Context: an optimization exercise on an open-source flow, tuned for small area, a short achievable clock period and few clock cycles per item. The choices shown serve that exercise and are no tape-out recipe.
RTL that was checked went through simulation tests only; none was proved equivalent to the original.
Only the layout flow was run in runs 1 and 2; the RTL was not checked for function there.
Power and IR drop assume default switching activity.

### design/flow/run.sh
#!/bin/bash
# synth_recipe.tcl (not shown) runs the flow's synth.tcl, then flattens the netlist and writes it again
# the make line also repeats each setting of config.mk as NAME=value (left out here)
make -C /OpenROAD-flow-scripts/flow DESIGN_CONFIG=/design/flow/config.mk WORK_HOME=/design/flow/orfs CLKGATE_MAP_FILE= SYNTH_SCRIPT=/design/flow/synth_recipe.tcl finish
### design/flow/config.mk
export PLATFORM = sky130hd
export DESIGN_NAME = priority_sjf_aging_scheduler
export DESIGN_NICKNAME = priority_sjf_aging_scheduler
export VERILOG_FILES = /design/flow/design.v
export SDC_FILE = /design/flow/constraint.sdc
export NUM_CORES = 4
export LEC_CHECK = 0
export CAP_MARGIN = 20
export CORE_MARGIN = 2
export CORE_UTILIZATION = 40
export PLACE_DENSITY = 0.6
export SLEW_MARGIN = 20
### design/flow/constraint.sdc
create_clock -name core_clock -period 10.0 [get_ports {clock}]
set_input_delay 2.0000 -clock core_clock [delete_from_list [all_inputs] [get_ports {clock}]]
set_output_delay 2.0000 -clock core_clock [all_outputs]
set_load 0.01 [all_outputs]
### design/flow/design.v
`default_nettype none
module priority_sjf_aging_scheduler (
   input  wire        clock,
   input  wire        reset,
   input  wire        req_valid,
   output wire        req_ready,
   input  wire        req_opcode,
   input  wire [3:0]  req_slot,
   input  wire [7:0]  req_task_id,
   input  wire [15:0] req_arrive_at,
   input  wire [15:0] req_burst_length,
   input  wire [3:0]  req_initial_priority,
   output wire        rsp_valid,
   input  wire        rsp_ready,
   output wire [15:0] rsp_tick_time,
   output wire        rsp_idle,
   output wire [3:0]  rsp_running_slot,
   output wire [7:0]  rsp_running_id,
   output wire        rsp_context_switch,
   output wire        rsp_first_run,
   output wire        rsp_finished,
   output wire [15:0] rsp_finish_tick,
   output wire        rsp_all_done,
   output wire [15:0] rsp_switch_count,
   input  wire        csr_valid,
   output wire        csr_ready,
   input  wire [1:0]  csr_index,
   input  wire [15:0] csr_data
);
   localparam integer NS = 16;
   function automatic logic [1:0] cmp16(logic [15:0] a, logic [15:0] b);
      logic [15:0] l, e;
      l = ~a & b;
      e = ~(a ^ b);
      for (int w = 1; w < 16; w = w * 2) begin
         for (int k = 0; k < 16; k = k + 2 * w) begin
            l[k] = l[k+w] | (e[k+w] & l[k]);
            e[k] = e[k+w] & e[k];
         end
      end
      cmp16 = {l[0], e[0]};
   endfunction
   logic [7:0]  id_q   [NS];
   logic [15:0] mk_q   [NS];    
   logic [15:0] rem_q  [NS];
   logic [3:0]  pr_q   [NS];
   logic [NS-1:0] pend_q, queued_q, started_q, ok_q;
   logic [NS-1:0] le_q [NS];    
   logic [15:0] now_q;
   logic [15:0] sw_total_q;
   logic [7:0]  prev_id_q;       
   logic        busy_q;
   logic [15:0] thr_q;
   logic [3:0]  boost_q;
   logic        rsp_valid_q;
   logic [3:0]  r_slot_q;
   logic        r_sw_q, r_first_q, r_fin_q, r_done_q, r_tsat_q;
   logic out_free, tick_go, load_go;
   assign out_free  = !rsp_valid_q || rsp_ready;
   assign req_ready = out_free;
   assign csr_ready = 1'b1;
   assign tick_go   = req_valid && out_free && req_opcode;
   assign load_go   = req_valid && out_free && !req_opcode;
   logic        now_max;
   logic [15:0] now_next;
   logic        thr0, thr_le_d;
   logic [15:0] thr_eff;
   logic [16:0] x_tick, x_idle;
   logic [15:0] xg;
   logic        xg_ok;
   logic [4:0]  boost1;
   logic        ld_arr_ok;
   assign now_max   = (now_q == 16'hFFFF);
   assign now_next  = now_max ? now_q : now_q + 16'd1;
   assign thr0      = (thr_q == 16'd0);
   assign thr_le_d  = thr0 || ((thr_q == 16'd1) && !now_max);
   assign thr_eff   = (csr_valid && csr_index == 2'd0) ? csr_data : thr_q;
   assign x_tick    = {1'b0, now_next} - {1'b0, thr_q};
   assign x_idle    = {1'b0, now_q} - {1'b0, thr_eff};
   assign xg        = tick_go ? x_tick[15:0] : x_idle[15:0];
   assign xg_ok     = tick_go ? !x_tick[16] : !x_idle[16];
   assign boost1    = {1'b0, boost_q} + 5'd1;
   assign ld_arr_ok = (req_arrive_at <= now_q);
   logic [NS-1:0] adm, q1, age;
   logic [3:0]    pr2 [NS];
   always_comb begin
      for (int i = 0; i < NS; i++) begin
         adm[i] = pend_q[i] && !queued_q[i] && ok_q[i];
         q1[i]  = queued_q[i] || adm[i];
         age[i] = (pr_q[i] > 4'd1) &&
                  ((queued_q[i] && ok_q[i]) || (adm[i] && thr0));
         if (!age[i])
            pr2[i] = pr_q[i];
         else if ({1'b0, pr_q[i]} > boost1)
            pr2[i] = pr_q[i] - boost_q;
         else
            pr2[i] = 4'd1;
      end
   end
   logic [NS-1:0] best_pr, win;
   always_comb begin
      logic [NS-1:0] z;
      best_pr = q1;
      for (int b = 3; b >= 0; b--) begin
         for (int i = 0; i < NS; i++)
            z[i] = best_pr[i] && !pr2[i][b];
         if (z != '0)
            best_pr = z;
      end
      for (int i = 0; i < NS; i++) begin
         win[i] = best_pr[i];
         for (int j = 0; j < NS; j++) begin
            if (j < i)
               win[i] = win[i] && (!best_pr[j] || !le_q[j][i]);
            else if (j > i)
               win[i] = win[i] && (!best_pr[j] || le_q[i][j]);
         end
      end
   end
   logic        found, fin, sw, all_done, first;
   logic [3:0]  sel;
   logic [15:0] sel_rem, rem_dec;
   logic [7:0]  sel_id;
   logic [NS-1:0] pend_after;
   always_comb begin
      sel     = '0;
      sel_rem = '0;
      sel_id  = '0;
      for (int i = 0; i < NS; i++) begin
         if (win[i]) begin
            sel     = sel | 4'(i);
            sel_rem = sel_rem | rem_q[i];
            sel_id  = sel_id | id_q[i];
         end
      end
   end
   assign found   = (q1 != '0);
   assign rem_dec = sel_rem - 16'd1;
   assign fin     = (sel_rem == 16'd1);
   assign sw      = busy_q && found && (prev_id_q != sel_id);
   assign first   = (win & ~started_q) != '0;
   assign pend_after = pend_q & ~(win & {NS{fin}});
   assign all_done   = (pend_after == '0);
   logic [15:0]   cv;
   logic [NS-1:0] chg, c_lt, c_eq;
   logic          c_en;
   assign cv   = tick_go ? rem_dec : req_burst_length;
   assign c_en = tick_go || load_go;
   always_comb begin
      for (int i = 0; i < NS; i++) begin
         chg[i] = tick_go ? win[i] : (req_slot == 4'(i));
         {c_lt[i], c_eq[i]} = cmp16(rem_q[i], cv);
      end
   end
   always_ff @(posedge clock) begin
      for (int i = 0; i < NS; i++) begin
         for (int j = i + 1; j < NS; j++) begin
            if (c_en && chg[i])
               le_q[i][j] <= !c_lt[j];               
            else if (c_en && chg[j])
               le_q[i][j] <= c_lt[i] || c_eq[i];     
         end
      end
   end
   always_ff @(posedge clock) begin
      for (int i = 0; i < NS; i++) begin
         if (load_go && req_slot == 4'(i)) begin
            id_q[i]  <= req_task_id;
            mk_q[i]  <= req_arrive_at;
            rem_q[i] <= req_burst_length;
            pr_q[i]  <= req_initial_priority;
         end else if (tick_go) begin
            pr_q[i] <= pr2[i];
            if (win[i]) begin
               rem_q[i] <= rem_dec;
               mk_q[i]  <= now_next;
            end else if (adm[i] || age[i]) begin
               mk_q[i]  <= now_q;
            end
         end
      end
   end
   always_ff @(posedge clock) begin
      for (int i = 0; i < NS; i++) begin
         if (load_go && req_slot == 4'(i)) begin
            started_q[i] <= 1'b0;
            ok_q[i]      <= ld_arr_ok;
         end else if (tick_go) begin
            started_q[i] <= started_q[i] || win[i];
            if (!q1[i])
               ok_q[i] <= ok_q[i] || (mk_q[i] == now_next);
            else if (win[i])
               ok_q[i] <= thr0;
            else if (adm[i] || age[i])
               ok_q[i] <= thr_le_d;
            else
               ok_q[i] <= xg_ok && (mk_q[i] <= xg);
         end else if (queued_q[i]) begin
            ok_q[i] <= xg_ok && (mk_q[i] <= xg);
         end
      end
   end
   always_ff @(posedge clock) begin
      if (reset) begin
         pend_q   <= '0;
         queued_q <= '0;
      end else begin
         for (int i = 0; i < NS; i++) begin
            if (load_go && req_slot == 4'(i)) begin
               pend_q[i]   <= (req_burst_length != 16'd0);
               queued_q[i] <= 1'b0;
            end else if (tick_go) begin
               pend_q[i]   <= pend_after[i];
               queued_q[i] <= q1[i] && !(win[i] && fin);
            end
         end
      end
   end
   always_ff @(posedge clock) begin
      if (reset) begin
         now_q       <= '0;
         sw_total_q  <= '0;
         prev_id_q   <= '0;
         busy_q      <= 1'b0;
         rsp_valid_q <= 1'b0;
      end else begin
         if (tick_go) begin
            now_q     <= now_next;
            busy_q    <= found;
            prev_id_q <= sel_id;
            if (sw && sw_total_q != 16'hFFFF)
               sw_total_q <= sw_total_q + 16'd1;
            rsp_valid_q <= 1'b1;
         end else if (rsp_ready) begin
            rsp_valid_q <= 1'b0;
         end
      end
   end
   always_ff @(posedge clock) begin
      if (tick_go) begin
         r_slot_q  <= sel;
         r_sw_q    <= sw;
         r_first_q <= first;
         r_fin_q   <= found && fin;
         r_done_q  <= all_done;
         r_tsat_q  <= now_max;
      end
   end
   always_ff @(posedge clock) begin
      if (reset) begin
         thr_q   <= 16'd15;
         boost_q <= 4'd1;
      end else if (csr_valid) begin
         if (csr_index == 2'd0) thr_q   <= csr_data;
         if (csr_index == 2'd1) boost_q <= csr_data[3:0];
      end
   end
   assign rsp_valid          = rsp_valid_q;
   assign rsp_tick_time      = r_tsat_q ? now_q : now_q - 16'd1;
   assign rsp_idle           = !busy_q;
   assign rsp_running_slot   = r_slot_q;
   assign rsp_running_id     = prev_id_q;
   assign rsp_context_switch = r_sw_q;
   assign rsp_first_run      = r_first_q;
   assign rsp_finished       = r_fin_q;
   assign rsp_finish_tick    = r_fin_q ? now_q : 16'd0;
   assign rsp_all_done       = r_done_q;
   assign rsp_switch_count   = sw_total_q;
endmodule
`default_nettype wire
==> impl_metrics.ini, run 1 <==
[synth]
synth_fp_nets = 9009
syn_area_per_cell_um2 = 8.82
synth_top_area_share = 0.349
ys_async_sr_fraction = 0
synthTopCellsByArea = edfxtp_1, ha_1, nand2_1, o21ai_0, xnor2_1
ys.warnings.count = 7
netlist_area_um2 = 72900
syn-instance-count = 8274
ys_types = 115
synthMostInstantiatedCell = nand2_1
number_of_synthesized_register_bits = 959
ys_seq_area_frac = 0.380
synthDominantAreaCellType = edfxtp_1
postSynth.topFlopCell = edfxtp_1
synth_edf_count = 849
ys_top_cells_by_count = nand2_1, edfxtp_1, o21ai_0

[clocking]
postCtsHoldBufs = 0
ctsHtreeMaxLevel = 3
clk_transition_reported_paths_ns = 0.07
clk_path_buf_depth = 3
cts-buffers-inserted = 119
clk_root_buffer_cell = clkbuf_16
clk-insertion-delay-late_ns = 0.82
tritoncts_clock_tree = done
cts_num_sinks = 959

[grt]
grt_first_pass_wirelength_um = 557000
grt_antenna_before_repair = 26
grt_pass1_vias = 71700
grt_total_ovfl = 0
grt.total_usage = 0.427
grt_start_max_net_pins = 71

[timing]
final_min_period_over_clock_period = 1.10
rsz0062_at_grt = true
timing.slew.headroom = 0.160
finalClockSkew_ns = 0.0576
timing.final.setup_violations = 123
worst_slew_pin_slew_ns = 1.26
max_freq_ghz = 0.0908
slew_viol_final = 0
hold_violations = 0
postLayoutSetupSlackWorst_ns = -1.02
final.min_clock_period_ns = 11.02
fin_tns_setup_ns = -104.71

[critical_path]
path_max_fanout = 8
criticalPathCategory = reg -> reg
cell_occurring_most_often_along_the_worst_timing_path = buf_12
critical_path_end_type = flop
required_ns = 10.50
crit_family = compound AO/OA/AOI/OAI gates
cp_data_arrival_time_ns = 11.52
timing.critical_path.buf_inv = 15
critPathLaunchType = flop
library_cell_contributing_the_largest_single_delay_on_the_critical_path = or4_4
regToRegSetupSlack_ns = -1.02
critical-path-max-stage-delay_ns = 0.56

[drt]
detailedRoute.firstIterationViolations = 10700
detail_route.first_pass.iterations = 9
drt-vias-per-instance = 6.38
wire_per_inst_um = 34.6
drc = 0
totalWireLength_um = 411000
postRouteAntennaNets = 0
vias = 75700

[placement]
half_perimeter_wire_length_of_the_detailed_placement_result_um = 297000
placement.io_buffers = 138
post-place-ws_ns = -1.56
place_area_um2 = 86600
globalplace.congestion = 1.06
dpl.cell_count = 11500

[layout]
final_cell_area_um2 = 94200
final_non_filler_cell_total = 11900
num-nets-final = 10100
final.fill_count = 16600
final_layout_size_suffix_gt1_frac = 0.233
area_delta_synth_final_pct = 29.1

[die]
die_w_um = 431
area_of_the_core_um2 = 181000
floorplan.die_area_um2 = 186000
start_util = 0.403
die_h_um = 431
num_rows = 156
pin_count = 140

[power_and_ir_drop]
power_density_nw_per_um2 = 136
power.leakage_uw = 0.0389
worst_ir_drop_vdd_mv = 0.193

[run_status]
result_of_the_run = complete, but fails checks
so.violations = setup timing

[job]
max_cap_viol_count = 0

[min_path]
hp-class = reg -> reg
-- placed cells by master, fill, tap and decap left out, drive strengths merged, types with 24 or more instances in the layout --
| cell type | n |
|---|---|
| and3 | 27 |
| a31oi | 37 |
| nor2b | 112 |
| clkbuf | 157 |
| a211oi | 74 |
| xor2 | 93 |
| a21o | 118 |
| o2bb2ai | 34 |
| o21ai | 782 |
| a311oi | 24 |
| or3 | 33 |
| nor2 | 592 |
| nand4 | 151 |
| nor4 | 114 |
| a21oi | 574 |
| o211ai | 70 |
| clkinv | 50 |
| buf | 1410 |
| ha | 645 |
| edfxtp | 849 |
| inv | 505 |
| and2 | 57 |
| mux2 | 91 |
| a22o | 42 |
| a22oi | 134 |
| nand2b | 121 |
| nor3 | 108 |
| dfxtp | 110 |
| a2111oi | 50 |
| nand3 | 116 |
| o221ai | 29 |
| o2111ai | 27 |
| xnor2 | 369 |
| clkdlybuf4s50 | 129 |
| nand2 | 1151 |
| o22ai | 80 |
| o21a | 39 |
-- power by group --
group,switching (uW),internal [uW],total (uW)
clock network,1950,2550,4500
registers,78.4,4590,4670
logic,2170,1510,3680
total,4200,8640,12800
-- through the flow --
stage          total power (uW)   util  hold WS, ns
4_1_cts                   12600  0.511        0.470
3_5_place_dp               8030  0.479        0.455
5_1_grt                   13200  0.520        0.489
6_report                  12800  0.521        0.465
3_3_place_gp               7960  0.479        0.448
2_1_floorplan              6440      -        0.437
-- sequential cells by signal, indices dropped and copies added (netlist names) --
signal       flops
mk_q           256
rem_q          256
id_q           128
le_q           120
pr_q            64
now_q           16
ok_q            16
pend_q          16
queued_q        16
started_q       16
sw_total_q      16
thr_q           16
prev_id_q        8
boost_q          4
r_slot_q         4
busy_q           1
r_done_q         1
r_fin_q          1
r_first_q        1
r_sw_q           1
r_tsat_q         1
rsp_valid_q      1
-- cell families (layout without fill, tap and decap cells) --
logic type      after synthesis  count (layout)  synth area share
compound gates             2325            2325             0.202
xor+xnor                    462             462            0.0555
fa+ha+maj                   673             673             0.117
buf+inv                    1052            2271            0.0565
flops                       959             959             0.380
mux                         113             113            0.0171
other cells                   1              10         0.0000514
simple gates               2689            2689             0.172
-- area by class of cell --
class                   count  area (um^2)  area share
diodes                      9         22.5    0.000239
clock buffers             153         3220      0.0342
clock inverters            67          688     0.00731
inverters                 506         1910      0.0203
multi-input cells        6263        44200       0.469
flip-flops and latches    959        27700       0.294
well taps                2370         2970      0.0315
repair buffers           1545        13500       0.144
-- what timing repair did --
action / 4_1_cts / 5_1_grt
gates cloned: 9 / 8
setup endpoints to repair: 121 / 137
gates resized for setup: 288 / 266
setup buffers: 57 / 51
pin swaps: 82 / 74
-- path summary, 6_finish.rpt --
path                             start                         to  cells past startpoint
max reg2reg     thr_q[13]$_SDFFE_PP0P_      le_q[1][11]$_DFFE_PP_                     51
min          started_q[4]$_SDFFE_PP0P_  started_q[4]$_SDFFE_PP0P_                      2
max             thr_q[13]$_SDFFE_PP0P_      le_q[1][11]$_DFFE_PP_                     51
min reg2reg  started_q[4]$_SDFFE_PP0P_  started_q[4]$_SDFFE_PP0P_                      2
-- worst register-to-register path: cells and delay by family (launching register included) --
kind / cells / cell delay, ns
AO/OA/AOI/OAI: 21 / 4.29
AND/OR/NAND/NOR: 12 / 3.10
buffers and inverters: 15 / 2.32
flip-flops: 1 / 0.32
multiplexers: 1 / 0.32
adder cells (fa/ha/maj): 1 / 0.20
XOR/XNOR: 1 / 0.18
-- metal layers --
layer	wire, um	global-route usage	vias up
met5	241	0	-
met4	35900	0.311	26
met3	47300	0.108	1409
met2	175000	0.645	5258
met1	153000	0.528	36800
li1	-	-	32300
==> inputs of run 2 (changes only) <==
--- a/design/flow/config.mk
+++ b/design/flow/config.mk
@@ -7,2 +7,3 @@
 export LEC_CHECK = 0
+export ABC_AREA = 1
 export CAP_MARGIN = 20
==> impl_metrics.ini, run 2 <==
[synth]
ys.warnings.count = 7
ys_types = 65
syn-instance-count = 9145
synthMuxAreaShare = 0.000459
ys_async_sr_fraction = 0
netlist_area_um2 = 70900
synthDominantAreaCellType = edfxtp_1
post_synth_xor_area_fraction = 0.0297
synth_top_area_share = 0.359
synth_fp_nets = 9880
ys_top_cells_by_count = nand2_1, o21ai_0, inv_1
synth_compound_gate_area_share = 0.162
fraction_of_the_mapped_netlist_area_in_adder_cells = 0.119
number_of_synthesized_register_bits = 959
synth_simple_gate_area_share = 0.217
synthMostInstantiatedCell = nand2_1
postSynth.topFlopCell = edfxtp_1
ys_seq_area_frac = 0.391
synthTopCellsByArea = edfxtp_1, nand2_1, ha_1, o21ai_0, inv_1
main_combinational_cell_family_by_area_after_synthesis = simple AND/OR/NAND/NOR gates
synth_edf_count = 849
syn_area_per_cell_um2 = 7.75

[job]
max_cap_viol_count = 0

[die]
start_util = 0.403
num_rows = 154
area_of_the_core_um2 = 176000
floorplan.die_area_um2 = 181000
die_h_um = 425
die_w_um = 425
pin_count = 140

[drt]
totalWireLength_um = 350000
detail_route.first_pass.iterations = 8
drt-vias-per-instance = 5.96
drc = 0
detailedRoute.firstIterationViolations = 9257
wire_per_inst_um = 29.0
vias = 71900
postRouteAntennaNets = 0

[critical_path]
reg2reg_to = le_q[1][5]$_DFFE_PP_
ff2ff_path_depth = 72
cp_data_arrival_time_ns = 10.12
r2r_start = boost_q[1]$_SDFFE_PP0P_
critical-path-max-stage-delay_ns = 0.46
required_ns = 10.49
criticalPathCategory = reg -> reg
critPathLaunchType = flop
setup.worst_path.start = boost_q[1]$_SDFFE_PP0P_
cell_occurring_most_often_along_the_worst_timing_path = nand2_1
library_cell_contributing_the_largest_single_delay_on_the_critical_path = nor4_4
regToRegSetupSlack_ns = 0.37
path_max_fanout = 16
critical_path_end_type = flop

[layout]
reg.largest.list = mk_q x256, rem_q x256, id_q x128
final_util = 0.479
area_delta_synth_final_pct = 18.9
register_area_um2 = 27700
final.fill_count = 17300
multiInputGateArea_um2 = 38700
final_layout_size_suffix_gt1_frac = 0.131
most-common-layout-cells = nand2_1, o21ai_0, inv_1
final_common_cell = nand2_1
num-nets-final = 10400

[clocking]
clk_root_buffer_cell = clkbuf_16
tritoncts_clock_tree = done
cts_num_sinks = 959
cts-buffers-inserted = 117
clk_path_buf_depth = 3
ctsHtreeMaxLevel = 3
clk-insertion-delay-late_ns = 0.81
clk_transition_reported_paths_ns = 0.06

[timing]
hold_violations = 0
final_min_period_over_clock_period = 0.963
final.min_clock_period_ns = 9.63
timing.final.setup_violations = 0
rsz0062_at_grt = true
timing.slew.headroom = 0.107
finalClockSkew_ns = 0.0515
slew_viol_final = 0
max_freq_ghz = 0.104
worst_slew_pin_slew_ns = 1.34

[power_and_ir_drop]
pwr-share-seq = 0.302
fraction_of_power_spent_switching_nets = 0.410
post-layout-total-power_uw = 17600
power_density_nw_per_um2 = 208
power_frac_comb = 0.444
p_switching_uw = 7190
worst_ir_drop_vdd_mv = 0.176
power.leakage_uw = 0.0377
p_clk_frac = 0.253
cell_internal_pwr_uw = 10400

[grt]
grt.total_usage = 0.373
grt_total_ovfl = 0
grt_antenna_before_repair = 18
grt_pass1_vias = 66000
grt_first_pass_wirelength_um = 481000
grt_start_max_net_pins = 70

[placement]
globalplace.congestion = 1.02
placement.io_buffers = 138
half_perimeter_wire_length_of_the_detailed_placement_result_um = 245000

[min_path]
whs_path_depth = 2
worst_hold_startpoint = started_q[11]$_SDFFE_PP0P_
sink_of_the_worst_hold_path = started_q[11]$_SDFFE_PP0P_
hp-class = reg -> reg

[run_status]
result_of_the_run = no timing/DRC/antenna violations
[run 2: how the worst max path moves through the flow]
stage,end,slack [ns]
final,le_q[1][5]$_DFFE_PP_,0.37
after global routing,le_q[5][8]$_DFFE_PP_,-0.09
after floorplan,le_q[8][15]$_DFFE_PP_,0.15
after global placement,le_q[4][12]$_DFFE_PP_,-0.38
after CTS,le_q[6][13]$_DFFE_PP_,0.01
after detailed placement,le_q[4][11]$_DFFE_PP_,-0.31
[run 2: cells by family after synthesis]
logic type | count (synthesis)
AND/OR/NAND/NOR | 3699
AO/OA/AOI/OAI | 2136
adder cells (fa/ha/maj) | 663
XOR/XNOR | 236
multiplexers | 3
other | 1
buffers and inverters | 1448
flip-flops | 959
[run 2: timing repair]
item                       CTS  global route
gates resized for setup      6           298
pin swaps                    2            45
setup endpoints to repair  101           120
gates cloned                 0             8
hold buffers                 0             0
buffers inserted             7            63
[run 2: power groups by stage]
stage	Clock, uW	Sequential, uW	Combinational, uW
2_1_floorplan	0	5310	3890
3_3_place_gp	0	5380	6970
3_5_place_dp	0	5380	7090
4_1_cts	4440	5300	7120
5_1_grt	4580	5320	8350
6_report	4440	5310	7800
[run 2: metrics by stage]
stage | hold slack [ns] | instances | setup slack, ns | instance area (um^2) | setup TNS, ns
floorplan | 0.430 | 9145 | 0.154 | 70900 | 0
global placement | 0.437 | 11800 | -0.377 | 78500 | -23.88
detailed placement | 0.445 | 11800 | -0.315 | 78500 | -15.09
CTS | 0.455 | 12000 | 0.00966 | 82400 | 0
global route | 0.477 | 12100 | -0.0947 | 84300 | -3.45
finish | 0.462 | 12100 | 0.367 | 84300 | 0
[run 2: area by class of cell]
cell class,instances,area share
inverters,942,0.0420
clock buffers,152,0.0367
multi-input cells,6738,0.459
diodes,6,0.000178
clock inverters,70,0.00853
flip-flops and latches,959,0.328
repair buffers,859,0.0901
well taps,2340,0.0347
[run 2: worst max-delay path, delay by kind of cell (launching register included)]
kind / cells / cell delay, ns
and+or+nand+nor: 49 / 5.51
buffers and inverters: 16 / 2.19
adders and majority gates: 3 / 0.86
DFF: 1 / 0.36
AOI/OAI and AO/OA: 4 / 0.31
[run 2: routing by layer]
metal  wire length (um)  GRT usage  share of wire
met1             136000      0.484           0.39
met2             151000      0.577           0.43
met3              37400     0.0676           0.11
met4              25700      0.225          0.073
met5                  0          0              0
==> inputs of run 3 (changes only) <==
--- a/design/flow/design.v
+++ b/design/flow/design.v
@@ -53,2 +53,3 @@
    logic [15:0] thr_q;
+   logic        thr0_q, thr1_q;   
    logic [3:0]  boost_q;
@@ -74,4 +75,4 @@
    assign now_next  = now_max ? now_q : now_q + 16'd1;
-   assign thr0      = (thr_q == 16'd0);
-   assign thr_le_d  = thr0 || ((thr_q == 16'd1) && !now_max);
+   assign thr0      = thr0_q;
+   assign thr_le_d  = thr0_q || (thr1_q && !now_max);
    assign thr_eff   = (csr_valid && csr_index == 2'd0) ? csr_data : thr_q;
@@ -164,18 +165,18 @@
    end
-   always_ff @(posedge clock) begin
-      for (int i = 0; i < NS; i++) begin
-         if (load_go && req_slot == 4'(i)) begin
-            id_q[i]  <= req_task_id;
-            mk_q[i]  <= req_arrive_at;
-            rem_q[i] <= req_burst_length;
-            pr_q[i]  <= req_initial_priority;
-         end else if (tick_go) begin
+   logic [15:0] mkv;
+   assign mkv = tick_go ? now_q : req_arrive_at;
+   always_ff @(posedge clock) begin
+      for (int i = 0; i < NS; i++) begin
+         if (load_go && req_slot == 4'(i))
+            id_q[i] <= req_task_id;
+         if (c_en && chg[i])
+            rem_q[i] <= cv;
+         if (tick_go && win[i])
+            mk_q[i] <= now_next;
+         else if ((load_go && req_slot == 4'(i)) || (tick_go && (adm[i] || age[i])))
+            mk_q[i] <= mkv;
+         if (load_go && req_slot == 4'(i))
+            pr_q[i] <= req_initial_priority;
+         else if (tick_go)
             pr_q[i] <= pr2[i];
-            if (win[i]) begin
-               rem_q[i] <= rem_dec;
-               mk_q[i]  <= now_next;
-            end else if (adm[i] || age[i]) begin
-               mk_q[i]  <= now_q;
-            end
-         end
       end
@@ -251,5 +252,11 @@
          thr_q   <= 16'd15;
+         thr0_q  <= 1'b0;
+         thr1_q  <= 1'b0;
          boost_q <= 4'd1;
       end else if (csr_valid) begin
-         if (csr_index == 2'd0) thr_q   <= csr_data;
+         if (csr_index == 2'd0) begin
+            thr_q  <= csr_data;
+            thr0_q <= (csr_data == 16'd0);
+            thr1_q <= (csr_data == 16'd1);
+         end
          if (csr_index == 2'd1) boost_q <= csr_data[3:0];
==> impl_metrics.ini, run 3 <==
[critical_path]
path_max_fanout = 16
critical-path-max-stage-delay_ns = 0.34
required_ns = 10.62
criticalPathCategory = reg -> reg
ff2ff_path_depth = 70
timing.critical_path.buf_inv = 15
library_cell_contributing_the_largest_single_delay_on_the_critical_path = nor4_4
crit_cells = 70
cp_data_arrival_time_ns = 10.13
crit_family = simple AND/OR/NAND/NOR gates
critPathLaunchType = flop
cell_occurring_most_often_along_the_worst_timing_path = nand2_1
critical_path_end_type = flop

[placement]
dpl.cell_count = 10600
globalplace.congestion = 0.979
half_perimeter_wire_length_of_the_detailed_placement_result_um = 192000
place_area_um2 = 72500
placement.io_buffers = 138

[synth]
postSynth.topFlopCell = edfxtp_1
synthDominantAreaCellType = edfxtp_1
synthMostInstantiatedCell = nand2_1
ys_top_cells_by_count = nand2_1, inv_1, edfxtp_1
netlist_area_um2 = 66800
synth_edf_count = 849
ys_seq_area_frac = 0.415
syn-instance-count = 8233
syn_area_per_cell_um2 = 8.11
synth_top_area_share = 0.382
ys_async_sr_fraction = 0
ys.warnings.count = 7
ys_types = 69
number_of_synthesized_register_bits = 961
synth_fp_nets = 8968
synthTopCellsByArea = edfxtp_1, nand2_1, ha_1, inv_1, o21ai_0

[clocking]
ctsHtreeMaxLevel = 3
clk-insertion-delay-late_ns = 0.78
clk_transition_reported_paths_ns = 0.06
cts_num_sinks = 961
postCtsHoldBufs = 0
tritoncts_clock_tree = done
clk_path_buf_depth = 3
cts-buffers-inserted = 113
clk_root_buffer_cell = clkbuf_16

[layout]
final_cell_area_um2 = 77500
num-nets-final = 9301
most-common-layout-cells = nand2_1, inv_1, edfxtp_1
final_non_filler_cell_total = 10900
area_delta_synth_final_pct = 16.1
final_layout_size_suffix_gt1_frac = 0.0998
diodes = 0
reg.largest.list = mk_q x256, rem_q x256, id_q x128
final_common_cell = nand2_1

[power_and_ir_drop]
worst_ir_drop_vdd_mv = 0.158
power.leakage_uw = 0.0354
power_density_nw_per_um2 = 178

[grt]
grt_pass1_vias = 57400
grt_antenna_before_repair = 6
grt_first_pass_wirelength_um = 382000
grt_start_max_net_pins = 62
grt.total_usage = 0.303
grt_total_ovfl = 0

[run_status]
result_of_the_run = no timing/DRC/antenna violations

[timing]
final.hold.worst_slack_ns = 0.459
finalClockSkew_ns = 0.0473
hold_violations = 0
max_freq_ghz = 0.105
timing.final.setup_violations = 0
fin_tns_setup_ns = 0
final.min_clock_period_ns = 9.51
slew_viol_final = 0
timing.slew.headroom = 0.206
worst_slew_pin_slew_ns = 1.19
final_min_period_over_clock_period = 0.951

[die]
area_of_the_core_um2 = 165000
pin_count = 140
die_h_um = 413
num_rows = 149
floorplan.die_area_um2 = 170000
start_util = 0.404
die_w_um = 413

[drt]
detail_route.first_pass.iterations = 7
postRouteAntennaNets = 0
detailedRoute.firstIterationViolations = 7225
drc = 0
wire_per_inst_um = 24.5
vias = 61300
drt-vias-per-instance = 5.65
totalWireLength_um = 266000

[min_path]
whs_path_depth = 2
hp-class = reg -> reg

[job]
max_cap_viol_count = 0
[run 3: changes by cell type in the layout (fill, tap and decap cells not counted), sizes merged, moves of 28 or more]
cell | previous run | this run
o21ai | 1179 | 662
buf | 716 | 367
a21oi | 673 | 394
nand2 | 2459 | 2544
inv | 920 | 984
nand3 | 308 | 257
o211ai | 14 | 43
xor2 | 139 | 167
[run 3: routing by layer]
| layer | part of all wire | global-route usage | vias to the layer above |
|---|---|---|---|
| met5 | 0.00013 | 0 | - |
| met4 | 0.045 | 0.125 | 6 |
| met3 | 0.099 | 0.0524 | 561 |
| met2 | 0.44 | 0.470 | 3125 |
| met1 | 0.42 | 0.417 | 29300 |
| li1 | - | - | 28400 |
[run 3: cells by family after synthesis]
group / count (synthesis) / share of synthesized area
muxes: 6 / 0.000918
adders and majority gates: 663 / 0.126
xor gates and xnor gates: 239 / 0.0313
DFF: 961 / 0.415
other: 1 / 0.0000561
AOI/OAI and AO/OA: 1381 / 0.118
buffers and inverters: 1281 / 0.0780
and+or+nand+nor: 3701 / 0.231
[run 3: cell type report]
type	instances	area (um^2)
Clock inverter	70	915
Clock buffer	143	3050
Timing Repair Buffer	505	4590
Inverter	990	3720
Tap cell	2189	2740
Sequential cell	961	27700
Multi-Input combinational cell	5995	34800
Fill cell	16000	87800
[run 3: path summary, 6_finish.rpt]
| path | start | endpoint | slack (ns) |
|---|---|---|---|
| hold reg to reg | started_q[11]$_SDFFE_PP0P_ | started_q[11]$_SDFFE_PP0P_ | 0.46 |
| hold / removal | started_q[11]$_SDFFE_PP0P_ | started_q[11]$_SDFFE_PP0P_ | 0.46 |
| setup / recovery | boost_q[0]$_SDFFE_PP1P_ | le_q[11][12]$_DFFE_PP_ | 0.49 |
| setup reg to reg | boost_q[0]$_SDFFE_PP1P_ | le_q[11][12]$_DFFE_PP_ | 0.49 |
[run 3: power by group]
part | internal (uW) | leakage [uW] | switching (uW)
logic | 1500 | 0.0248 | 2990
registers | 4670 | 0.00863 | 124
clock network | 2630 | 0.00192 | 1870
[run 3: what timing repair did]
item	CTS	global route
endpoints found under the hold margin	0	0
cloned	0	5
gates resized for setup	3	104
endpoints found under the setup margin	13	121
pin swaps	3	26
buffers inserted	6	52
[run 3: worst register-to-register path, delay by kind of cell (launching register included)]
| kind | cells | cell delay, ns |
|---|---|---|
| simple gates | 46 | 5.25 |
| buf+inv | 15 | 2.22 |
| compound gates | 6 | 0.89 |
| fa+ha+maj | 3 | 0.69 |
| flops | 1 | 0.32 |
[run 3: stage by stage]
| step | util | total power [uW] | worst slack (ns) |
|---|---|---|---|
| floorplan | - | 7280 | 0.0344 |
| global placement | 0.438 | 8980 | -0.377 |
| detailed placement | 0.438 | 9060 | -0.324 |
| CTS | 0.463 | 13500 | 0.103 |
| global route | 0.469 | 14300 | -0.0565 |
| finish | 0.469 | 13800 | 0.490 |
Testbench counts of run 3, summed over its fixed seeds: cycles 24,051, ticks 19,485.
==> inputs of run 4 (changes only) <==
--- a/design/flow/design.v
+++ b/design/flow/design.v
@@ -46,4 +46,6 @@
    logic [3:0]  pr_q   [NS];
+   logic [3:0]  fpr_q  [NS];    
    logic [NS-1:0] pend_q, queued_q, started_q, ok_q;
    logic [NS-1:0] le_q [NS];    
+   logic [NS-1:0] lc_q;         
    logic [15:0] now_q;
@@ -71,3 +73,3 @@
    logic        xg_ok;
-   logic [4:0]  boost1;
+   logic [3:0]  boost_eff;
    logic        ld_arr_ok;
@@ -82,3 +84,3 @@
    assign xg_ok     = tick_go ? !x_tick[16] : !x_idle[16];
-   assign boost1    = {1'b0, boost_q} + 5'd1;
+   assign boost_eff = (csr_valid && csr_index == 2'd1) ? csr_data[3:0] : boost_q;
    assign ld_arr_ok = (req_arrive_at <= now_q);
@@ -92,10 +94,10 @@
                   ((queued_q[i] && ok_q[i]) || (adm[i] && thr0));
-         if (!age[i])
-            pr2[i] = pr_q[i];
-         else if ({1'b0, pr_q[i]} > boost1)
-            pr2[i] = pr_q[i] - boost_q;
-         else
-            pr2[i] = 4'd1;
-      end
-   end
+         pr2[i] = age[i] ? fpr_q[i] : pr_q[i];
+      end
+   end
+   function automatic logic [3:0] aged(logic [3:0] p, logic [3:0] b);
+      aged = ({1'b0, p} > {1'b0, b} + 5'd1) ? p - b : 4'd1;
+   endfunction
+   logic [15:0]   pr_oh [NS];
+   logic [15:0]   present, below, min_oh;
    logic [NS-1:0] best_pr, win;
@@ -114,5 +116,5 @@
             if (j < i)
-               win[i] = win[i] && (!best_pr[j] || !le_q[j][i]);
+               win[i] = win[i] && (!best_pr[j] || !rel[j][i]);
             else if (j > i)
-               win[i] = win[i] && (!best_pr[j] || le_q[i][j]);
+               win[i] = win[i] && (!best_pr[j] || rel[i][j]);
          end
@@ -145,24 +147,37 @@
    logic [15:0]   cv;
-   logic [NS-1:0] chg, c_lt, c_eq;
-   logic          c_en;
-   assign cv   = tick_go ? rem_dec : req_burst_length;
-   assign c_en = tick_go || load_go;
-   always_comb begin
-      for (int i = 0; i < NS; i++) begin
-         chg[i] = tick_go ? win[i] : (req_slot == 4'(i));
+   logic [NS-1:0] c_lt, c_eq, chg;
+   logic [NS-1:0] rel [NS];     
+   always_comb begin
+      cv = '0;
+      for (int i = 0; i < NS; i++)
+         if (lc_q[i]) cv = cv | rem_q[i];
+      for (int i = 0; i < NS; i++)
          {c_lt[i], c_eq[i]} = cmp16(rem_q[i], cv);
-      end
-   end
-   always_ff @(posedge clock) begin
-      for (int i = 0; i < NS; i++) begin
+      for (int i = 0; i < NS; i++) begin
+         rel[i] = '0;
          for (int j = i + 1; j < NS; j++) begin
-            if (c_en && chg[i])
-               le_q[i][j] <= !c_lt[j];               
-            else if (c_en && chg[j])
-               le_q[i][j] <= c_lt[i] || c_eq[i];     
-         end
-      end
-   end
-   logic [15:0] mkv;
-   assign mkv = tick_go ? now_q : req_arrive_at;
+            if (lc_q[i])
+               rel[i][j] = !c_lt[j];              
+            else if (lc_q[j])
+               rel[i][j] = c_lt[i] || c_eq[i];    
+            else
+               rel[i][j] = le_q[i][j];
+         end
+      end
+   end
+   always_comb begin
+      for (int i = 0; i < NS; i++)
+         chg[i] = (tick_go && win[i]) || (load_go && req_slot == 4'(i));
+   end
+   always_ff @(posedge clock) begin
+      lc_q <= reset ? '0 : chg;
+      for (int i = 0; i < NS; i++)
+         for (int j = i + 1; j < NS; j++)
+            le_q[i][j] <= rel[i][j];
+   end
+   logic [15:0] mkv, rem_wd;
+   assign mkv    = tick_go ? now_q : req_arrive_at;
+   assign rem_wd = tick_go ? rem_dec : req_burst_length;
+   logic [3:0] ld_fpr;
+   assign ld_fpr = aged(req_initial_priority, boost_eff);
    always_ff @(posedge clock) begin
@@ -171,4 +186,4 @@
             id_q[i] <= req_task_id;
-         if (c_en && chg[i])
-            rem_q[i] <= cv;
+         if (chg[i])
+            rem_q[i] <= rem_wd;
          if (tick_go && win[i])
@@ -181,2 +196,6 @@
             pr_q[i] <= pr2[i];
+         if (load_go && req_slot == 4'(i))
+            fpr_q[i] <= ld_fpr;
+         else
+            fpr_q[i] <= aged(tick_go ? pr2[i] : pr_q[i], boost_eff);
       end
==> impl_metrics.ini, run 4 <==
[timing]
finalClockSkew_ns = 0.0669
fin_tns_setup_ns = 0
rsz0062_at_grt = false
final_min_period_over_clock_period = 0.943
slew_viol_final = 0
max_freq_ghz = 0.106
final.hold.worst_slack_ns = 0.459
final.min_clock_period_ns = 9.43
timing.slew.headroom = 0.142
worst_slew_pin_slew_ns = 1.29
hold_violations = 0
timing.final.setup_violations = 0

[placement]
globalplace.congestion = 1.02
half_perimeter_wire_length_of_the_detailed_placement_result_um = 228000
dpl.cell_count = 11000
placement.io_buffers = 138

[clocking]
number_of_buffers_inserted_by_post_cts_setup_repair = 0
clk-insertion-delay-late_ns = 0.81
postCtsHoldBufs = 0
clk_path_buf_depth = 3
clk_root_buffer_cell = clkbuf_16
ctsHtreeMaxLevel = 3
cts-buffers-inserted = 119
clk_transition_reported_paths_ns = 0.06
cts-resized-gates = 0
tritoncts_clock_tree = done
cts_num_sinks = 1041

[grt]
grt.total_usage = 0.355
grt_total_ovfl = 0
grt_pass1_vias = 62100
grt_first_pass_wirelength_um = 449000
grt_antenna_before_repair = 19
grt_start_max_net_pins = 123

[synth]
synth_top_area_share = 0.290
synthTopCellsByArea = edfxtp_1, nand2_1, ha_1, dfxtp_1, o21ai_0
ys.warnings.count = 9
ys_top_cells_by_count = nand2_1, inv_1, o21ai_0
number_of_synthesized_register_bits = 1041
synth_fp_nets = 9438
synthDominantAreaCellType = edfxtp_1
ys_async_sr_fraction = 0
ys_seq_area_frac = 0.399
syn_area_per_cell_um2 = 7.95
postSynth.topFlopCell = edfxtp_1
netlist_area_um2 = 68900
ys_types = 63
synthMostInstantiatedCell = nand2_1
synth_edf_count = 665
syn-instance-count = 8663

[die]
pin_count = 140
start_util = 0.402
floorplan.die_area_um2 = 176000
area_of_the_core_um2 = 171000
num_rows = 152
die_w_um = 419
die_h_um = 419

[layout]
most-common-layout-cells = nand2_1, inv_1, o21ai_0
register_area_um2 = 27500
area_delta_synth_final_pct = 14.0
final_layout_size_suffix_gt1_frac = 0.0739
final_non_filler_cell_total = 11200
num-nets-final = 9606
reg.largest.list = mk_q x256, rem_q x256, id_q x128
final.fill_count = 16800
final_common_cell = nand2_1
multiInputGateArea_um2 = 36900

[critical_path]
required_ns = 10.51
timing.critical_path.buf_inv = 4
library_cell_contributing_the_largest_single_delay_on_the_critical_path = nor2_4
cp_data_arrival_time_ns = 9.94
criticalPathCategory = reg -> reg
cell_occurring_most_often_along_the_worst_timing_path = nand2_1
critPathLaunchType = flop
path_max_fanout = 20
critical-path-max-stage-delay_ns = 0.88
critical_path_end_type = flop
crit_family = simple AND/OR/NAND/NOR gates

[run_status]
result_of_the_run = no timing/DRC/antenna violations

[power_and_ir_drop]
power.leakage_uw = 0.0350
power_density_nw_per_um2 = 197
worst_ir_drop_vdd_mv = 0.173

[drt]
postRouteAntennaNets = 0
vias = 67300
detail_route.first_pass.iterations = 9
wire_per_inst_um = 28.5
drc = 0
detailedRoute.firstIterationViolations = 9316
drt-vias-per-instance = 5.99
totalWireLength_um = 320000

[min_path]
hp-class = reg -> reg

[job]
max_cap_viol_count = 0
## run 4: final timing paths
path         cells past startpoint  slack [ns]                      start                        end
max                             51        0.57        thr0_q$_SDFFE_PP0P_     rem_q[10][8]$_DFFE_PP_
min                              2        0.46  started_q[0]$_SDFFE_PP0P_  started_q[0]$_SDFFE_PP0P_
max reg2reg                     51        0.57        thr0_q$_SDFFE_PP0P_     rem_q[10][8]$_DFFE_PP_
min reg2reg                      2        0.46  started_q[0]$_SDFFE_PP0P_  started_q[0]$_SDFFE_PP0P_
## run 4: cells by family (layout without fill, tap and decap cells)
group / Yosys count / count (layout) / synth area share
simple gates: 3646 / 3646 / 0.218
compound gates: 1778 / 1778 / 0.151
buf+inv: 1248 / 1521 / 0.0704
flops: 1041 / 1041 / 0.399
fa+ha+maj: 703 / 703 / 0.130
xor+xnor: 227 / 227 / 0.0289
mux: 19 / 19 / 0.00278
other cells: 1 / 4 / 0.0000544
## run 4: per-stage QoR
stage	power (uW)	utilization	cell area, um^2	setup slack, ns
after global routing	16100	0.458	78500	0.122
final	15400	0.458	78600	0.569
after global placement	10400	0.433	74200	0.519
after CTS	15300	0.458	78500	0.977
after floorplan	8560	-	68900	2.38
after detailed placement	10500	0.433	74200	1.01
## run 4: layout make-up
class | instances | share of cell area
Multi-Input combinational cell | 6374 | 0.470
Sequential cell | 1041 | 0.350
Timing Repair Buffer | 425 | 0.0466
Clock buffer | 156 | 0.0440
Inverter | 870 | 0.0416
Tap cell | 2310 | 0.0368
Clock inverter | 70 | 0.0105
Antenna cell | 3 | 0.0000956
## run 4: per-layer routing
| layer | up-vias | GRT usage | share of wire | routed length, um |
|---|---|---|---|---|
| li1 | 30100 | - | - | - |
| met5 | - | 0 | 0.0011 | 362 |
| met2 | 4371 | 0.530 | 0.42 | 135000 |
| met3 | 931 | 0.0782 | 0.12 | 37900 |
| met4 | 24 | 0.170 | 0.057 | 18100 |
| met1 | 31900 | 0.484 | 0.40 | 129000 |
## run 4: report_power, final
part           switching [uW]  total (uW)  internal [uW]
registers                 243        5460           5220
logic                    3550        5180           1630
clock network            2040        4800           2770
## run 4: tightest hold or removal path, stage by stage, from the launching register on
cell and delay, ns:
dfxtp_1 0.30, inv_1 0.06, a21oi_1 0.06
Testbench counts of run 4, summed over its fixed seeds: cycles 24,051, ticks 19,485.
==> inputs of run 5 (changes only) <==
--- a/design/flow/config.mk
+++ b/design/flow/config.mk
@@ -8,2 +8,3 @@
 export ABC_AREA = 1
+export ABC_CLOCK_PERIOD_IN_PS = 4000
 export CAP_MARGIN = 20
==> impl_metrics.ini, run 5 <==
[timing]
worst_slew_pin_slew_ns = 1.29
max_freq_ghz = 0.106
slew_viol_final = 0
final.hold.worst_slack_ns = 0.459
fin_tns_setup_ns = 0
finalClockSkew_ns = 0.0669
final_min_period_over_clock_period = 0.943
rsz0062_at_grt = false
final.min_clock_period_ns = 9.43
timing.slew.headroom = 0.142
timing.final.setup_violations = 0
hold_violations = 0

[grt]
grt_start_max_net_pins = 123
grt_total_ovfl = 0
grt_antenna_before_repair = 19
grt_first_pass_wirelength_um = 449000
grt.total_usage = 0.355
grt_pass1_vias = 62100

[power_and_ir_drop]
worst_ir_drop_vdd_mv = 0.173
power.leakage_uw = 0.0350
power_density_nw_per_um2 = 197
post-layout-total-power_uw = 15400

[synth]
syn-instance-count = 8663
ys_async_sr_fraction = 0
ys_types = 63
ys_top_cells_by_count = nand2_1, inv_1, o21ai_0
synthDominantAreaCellType = edfxtp_1
ys.warnings.count = 9
netlist_area_um2 = 68900
synthTopCellsByArea = edfxtp_1, nand2_1, ha_1, dfxtp_1, o21ai_0
synthMostInstantiatedCell = nand2_1
synth_edf_count = 665
postSynth.topFlopCell = edfxtp_1
ys_seq_area_frac = 0.399
number_of_synthesized_register_bits = 1041
synth_fp_nets = 9438
synth_top_area_share = 0.290
syn_area_per_cell_um2 = 7.95

[run_status]
result_of_the_run = no timing/DRC/antenna violations

[clocking]
clk_transition_reported_paths_ns = 0.06
clk_root_buffer_cell = clkbuf_16
number_of_buffers_inserted_by_post_cts_setup_repair = 0
clk_path_buf_depth = 3
cts-buffers-inserted = 119
clk-insertion-delay-late_ns = 0.81
cts-resized-gates = 0
ctsHtreeMaxLevel = 3
postCtsHoldBufs = 0
cts_num_sinks = 1041
tritoncts_clock_tree = done

[min_path]
hp-class = reg -> reg

[placement]
placement.io_buffers = 138
dpl.cell_count = 11000
place_area_um2 = 74200
globalplace.congestion = 1.02
half_perimeter_wire_length_of_the_detailed_placement_result_um = 228000

[drt]
detail_route.first_pass.iterations = 9
drc = 0
wire_per_inst_um = 28.5
totalWireLength_um = 320000
vias = 67300
drt-vias-per-instance = 5.99
detailedRoute.firstIterationViolations = 9316
postRouteAntennaNets = 0

[critical_path]
crit_family = simple AND/OR/NAND/NOR gates
timing.critical_path.buf_inv = 4
critical_path_end_type = flop
critical-path-max-stage-delay_ns = 0.88
cp_data_arrival_time_ns = 9.94
cell_occurring_most_often_along_the_worst_timing_path = nand2_1
criticalPathCategory = reg -> reg
library_cell_contributing_the_largest_single_delay_on_the_critical_path = nor2_4
critPathLaunchType = flop
path_max_fanout = 20
required_ns = 10.51

[die]
floorplan.die_area_um2 = 176000
num_rows = 152
die_h_um = 419
start_util = 0.402
die_w_um = 419
area_of_the_core_um2 = 171000
pin_count = 140

[job]
max_cap_viol_count = 0

[layout]
area_delta_synth_final_pct = 14.0
final_non_filler_cell_total = 11200
num-nets-final = 9606
final.fill_count = 16800
final_layout_size_suffix_gt1_frac = 0.0739
final_cell_area_um2 = 78600
final_common_cell = nand2_1
reg.largest.list = mk_q x256, rem_q x256, id_q x128
most-common-layout-cells = nand2_1, inv_1, o21ai_0
## run 5: cell counts in the layout (fill, tap and decap cells not counted)
Identical to the previous run, type by type.
## run 5: metal layers
metal,global-route usage,wire length [um],up-vias
met5,0,362,-
met4,0.170,18100,24
met3,0.0782,37900,931
met2,0.530,135000,4371
met1,0.484,129000,31900
li1,-,-,30100
## run 5: layout make-up
type                            instances  area (um^2)  area share
Antenna cell                            3         7.51   0.0000956
Clock buffer                          156         3460      0.0440
Clock inverter                         70          827      0.0105
Inverter                              870         3270      0.0416
Multi-Input combinational cell       6374        36900       0.470
Sequential cell                      1041        27500       0.350
Tap cell                             2310         2890      0.0368
Timing Repair Buffer                  425         3660      0.0466
## run 5: metrics by stage
stage                     setup slack (ns)  utilization
after floorplan                       2.38            -
after detailed placement              1.01        0.433
after global routing                 0.122        0.458
after global placement               0.519        0.433
after CTS                            0.977        0.458
final                                0.569        0.458
## run 5: worst reg2reg max path: cells and delay by family, from the launching register on
kind / cells / cell delay [ns]
and+or+nand+nor: 44 / 6.58
buffers and inverters: 4 / 1.52
AOI/OAI and AO/OA: 2 / 0.41
DFF: 1 / 0.33
adders and majority gates: 1 / 0.31
## run 5: logic make-up after synthesis
logic type	after synthesis	synth area share
AOI/OAI and AO/OA	1778	0.151
xor gates and xnor gates	227	0.0289
adders and majority gates	703	0.130
buffers and inverters	1248	0.0704
DFF	1041	0.399
muxes	19	0.00278
other	1	0.0000544
and+or+nand+nor	3646	0.218
## run 5: final timing paths
kind,start,end,slack [ns],cells past startpoint
setup / recovery,thr0_q$_SDFFE_PP0P_,rem_q[10][8]$_DFFE_PP_,0.57,51
hold / removal,started_q[0]$_SDFFE_PP0P_,started_q[0]$_SDFFE_PP0P_,0.46,2
setup reg to reg,thr0_q$_SDFFE_PP0P_,rem_q[10][8]$_DFFE_PP_,0.57,51
hold reg to reg,started_q[0]$_SDFFE_PP0P_,started_q[0]$_SDFFE_PP0P_,0.46,2
## run 5: where the power goes
group | internal, uW | switching [uW] | total, uW
Clock | 2770 | 2040 | 4800
Sequential | 5220 | 243 | 5460
Combinational | 1630 | 3550 | 5180
==> inputs of run 6 (changes only) <==
--- a/design/flow/config.mk
+++ b/design/flow/config.mk
@@ -7,3 +7,2 @@
 export LEC_CHECK = 0
-export ABC_AREA = 1
 export ABC_CLOCK_PERIOD_IN_PS = 4000
@@ -13,2 +12,3 @@
 export PLACE_DENSITY = 0.6
+export SETUP_SLACK_MARGIN = 2
 export SLEW_MARGIN = 20
==> impl_metrics.ini, run 6 <==
[run_status]
result_of_the_run = no timing/DRC/antenna violations

[clocking]
clk_transition_reported_paths_ns = 0.07
clk-insertion-delay-late_ns = 0.85
clk_path_buf_depth = 3
cts-buffers-inserted = 120
ctsHtreeMaxLevel = 3
tritoncts_clock_tree = done
clk_root_buffer_cell = clkbuf_16
cts_num_sinks = 1041

[job]
max_cap_viol_count = 0

[synth]
synth_fp_nets = 8311
ys_async_sr_fraction = 0
postSynth.topFlopCell = edfxtp_1
synth_edf_count = 665
number_of_synthesized_register_bits = 1041
synth_top_area_share = 0.285
syn_area_per_cell_um2 = 9.29
ys_types = 104
ys.warnings.count = 9
syn-instance-count = 7536
synthTopCellsByArea = edfxtp_1, ha_1, dfxtp_1, a21oi_1, xnor2_1
synthMostInstantiatedCell = nor2_1
ys_top_cells_by_count = nor2_1, ha_1, a21oi_1
netlist_area_um2 = 70000
synthDominantAreaCellType = edfxtp_1
ys_seq_area_frac = 0.393

[timing]
fin_tns_setup_ns = 0
slew_viol_final = 0
timing.slew.headroom = 0.133
max_freq_ghz = 0.125
worst_slew_pin_slew_ns = 1.29
finalClockSkew_ns = 0.0726
final.min_clock_period_ns = 8.02
timing.final.setup_violations = 0
final.hold.worst_slack_ns = 0.451
rsz0062_at_grt = true
hold_violations = 0
postLayoutSetupSlackWorst_ns = 1.98
final_min_period_over_clock_period = 0.802

[placement]
dpl.cell_count = 10100
post-place-ws_ns = 0.542
globalplace.congestion = 1.06
half_perimeter_wire_length_of_the_detailed_placement_result_um = 256000
placement.io_buffers = 138

[critical_path]
crit_path_end = r_done_q$_DFFE_PP_
critical-path-max-stage-delay_ns = 0.59
critical_path_end_type = flop
reg2reg_to = r_done_q$_DFFE_PP_
critPathLaunchType = flop
path_max_fanout = 10
ff2ff_path_depth = 34
r2r_start = ok_q[5]$_DFFE_PP_
setup.worst_path.start = ok_q[5]$_DFFE_PP_
criticalPathCategory = reg -> reg
cp_data_arrival_time_ns = 8.58
timing.critical_path.buf_inv = 11
crit_cells = 34
crit_family = simple AND/OR/NAND/NOR gates
regToRegSetupSlack_ns = 1.98
required_ns = 10.55
library_cell_contributing_the_largest_single_delay_on_the_critical_path = edfxtp_1
cell_occurring_most_often_along_the_worst_timing_path = buf_4

[drt]
totalWireLength_um = 363000
wire_per_inst_um = 34.4
postRouteAntennaNets = 0
detail_route.first_pass.iterations = 12
vias = 69400
drc = 0
detailedRoute.firstIterationViolations = 11300
drt-vias-per-instance = 6.57

[power_and_ir_drop]
p_switching_uw = 5410
power_density_nw_per_um2 = 175
worst_ir_drop_vdd_mv = 0.156
power.leakage_uw = 0.0362
fraction_of_power_spent_switching_nets = 0.360
power_frac_comb = 0.323
p_clk_frac = 0.321
pwr-share-seq = 0.355
cell_internal_pwr_uw = 9610

[layout]
final_common_cell = ha_1
final_non_filler_cell_total = 10600
register_area_um2 = 27600
final_layout_size_suffix_gt1_frac = 0.169
reg.largest.list = mk_q x256, rem_q x256, id_q x128
most-common-layout-cells = ha_1, nor2_1, edfxtp_1
num-nets-final = 8881
final.fill_count = 16200
multiInputGateArea_um2 = 41000
area_delta_synth_final_pct = 22.3

[grt]
groute.layer.met3.usage = 0.115
met2_usage = 0.554
grt_busiest_layer = met2
grt_pass1_vias = 64000
m1_gr_usage = 0.533
grt_start_max_net_pins = 105
grt_antenna_before_repair = 13
grt.total_usage = 0.389
grt_total_ovfl = 0
grt_first_pass_wirelength_um = 496000

[die]
num_rows = 153
start_util = 0.402
floorplan.die_area_um2 = 178000
die_w_um = 422
pin_count = 140
die_h_um = 422
area_of_the_core_um2 = 174000

[min_path]
hp-class = reg -> reg
-- run 6: changes by cell type after synthesis, sizes merged, moves of 105 or more --
cell,delta
nand3,-131
a21oi,+268
nand2b,+105
xnor2,+240
a21o,+250
nand2,-1994
o21ai,-422
xor2,-108
nor2,+131
inv,-355
-- run 6: worst min-delay path by stage --
stage | startpoint | to | slack [ns] | cells past startpoint
after floorplan | started_q[13]$_SDFFE_PP0P_ | started_q[13]$_SDFFE_PP0P_ | 0.42 | 2
after global routing | started_q[13]$_SDFFE_PP0P_ | started_q[13]$_SDFFE_PP0P_ | 0.46 | 2
after detailed placement | started_q[13]$_SDFFE_PP0P_ | started_q[13]$_SDFFE_PP0P_ | 0.43 | 2
after global placement | started_q[13]$_SDFFE_PP0P_ | started_q[13]$_SDFFE_PP0P_ | 0.43 | 2
after CTS | started_q[13]$_SDFFE_PP0P_ | started_q[13]$_SDFFE_PP0P_ | 0.44 | 2
final | started_q[13]$_SDFFE_PP0P_ | started_q[13]$_SDFFE_PP0P_ | 0.45 | 2
-- run 6: final cells by class --
cell class | count | share of cell area
Clock inverter | 81 | 0.0119
Clock buffer | 149 | 0.0377
Tap cell | 2325 | 0.0340
Sequential cell | 1041 | 0.322
Timing Repair Buffer | 844 | 0.0922
Inverter | 524 | 0.0236
Multi-Input combinational cell | 5575 | 0.478
Antenna cell | 14 | 0.000409
-- run 6: power groups by stage --
stage / Sequential, uW / Combinational, uW / Clock (uW)
after detailed placement: 5420 / 4300 / 0
final: 5340 / 4860 / 4830
after CTS: 5330 / 4460 / 4830
after floorplan: 5310 / 2520 / 0
after global placement: 5410 / 4230 / 0
after global routing: 5370 / 5100 / 4990
-- run 6: kinds of logic (layout without fill, tap and decap cells) --
group | Yosys count | count (layout) | synth area share
XOR/XNOR | 359 | 359 | 0.0449
AND/OR/NAND/NOR | 2108 | 2108 | 0.145
adder cells (fa/ha/maj) | 703 | 703 | 0.128
other | 1 | 15 | 0.0000535
flip-flops | 1041 | 1041 | 0.393
AO/OA/AOI/OAI | 2253 | 2254 | 0.216
buffers and inverters | 921 | 1598 | 0.0507
multiplexers | 150 | 150 | 0.0224
-- run 6: metal layers --
layer / routed length (um) / part of all wire
met5: 124 / 0.00034
met1: 145000 / 0.40
met2: 146000 / 0.40
met4: 22400 / 0.062
met3: 49200 / 0.14
-- run 6: worst register-to-register path, delay by kind of cell (launching register included) --
family | cells | cell delay (ns)
AOI/OAI and AO/OA | 10 | 1.86
buffers and inverters | 11 | 2.16
DFF | 1 | 0.59
muxes | 1 | 0.38
and+or+nand+nor | 12 | 2.71
-- run 6: repair_timing --
action,in CTS,in global routing
hold buffers,0,0
resized for setup,215,318
pin swaps,42,117
setup buffers,83,124
endpoints found under the setup margin,454,259
cloned,5,5
-- run 6: through the flow --
stage | power, uW | util | area, um^2
after floorplan | 7820 | - | 70100
after global placement | 9640 | 0.444 | 77300
after detailed placement | 9720 | 0.444 | 77300
after CTS | 14600 | 0.478 | 83200
after global routing | 15500 | 0.492 | 85700
final | 15000 | 0.492 | 85700

## port drivers added, routing unchanged
How much do the figures lean on ideal ports? The routed layouts below were timed once more, with nothing changed but the port constraints.
Step 1, drivers: a clkbuf_16 drives clock and a buf_2 each remaining input, both assumed.
Step 2, shift: input delay + t, output delay - t, t = (earliest + latest rising clock arrival at the registers) / 2. This alone moves slack from input paths to output paths.
a / b / c = ideal ports / drivers / drivers and shift; a / b = the first two.
| run | t (ns) | slack for setup (ns) | hold WS [ns] | worst setup path at the end | worst register clock-pin slew, ns |
|---|---|---|---|---|---|
| run 1 | 0.872 | -1.017 / -1.017 / -1.017 | 0.465 / 0.465 / 0.465 | register to register | 0.07 / 0.07 |
| run 2 | 0.871 | 0.367 / 0.367 / 0.367 | 0.462 / 0.462 / 0.462 | register to register | 0.07 / 0.07 |
| run 3 | 0.843 | 0.490 / 0.490 / 0.490 | 0.459 / 0.459 / 0.459 | register to register | 0.07 / 0.07 |
| run 4 | 0.865 | 0.569 / 0.569 / 0.569 | 0.459 / 0.459 / 0.459 | register to register | 0.07 / 0.07 |
| run 5 | 0.865 | 0.569 / 0.569 / 0.569 | 0.459 / 0.459 / 0.459 | register to register | 0.07 / 0.07 |
| run 6 | 0.899 | 1.976 / 1.976 / 1.642 | 0.451 / 0.451 / 0.451 | input to register | 0.07 / 0.07 |
For run 6, which loses most, drivers alone change the setup slack by 0.000 ns; drivers and shift together by -0.334 ns.
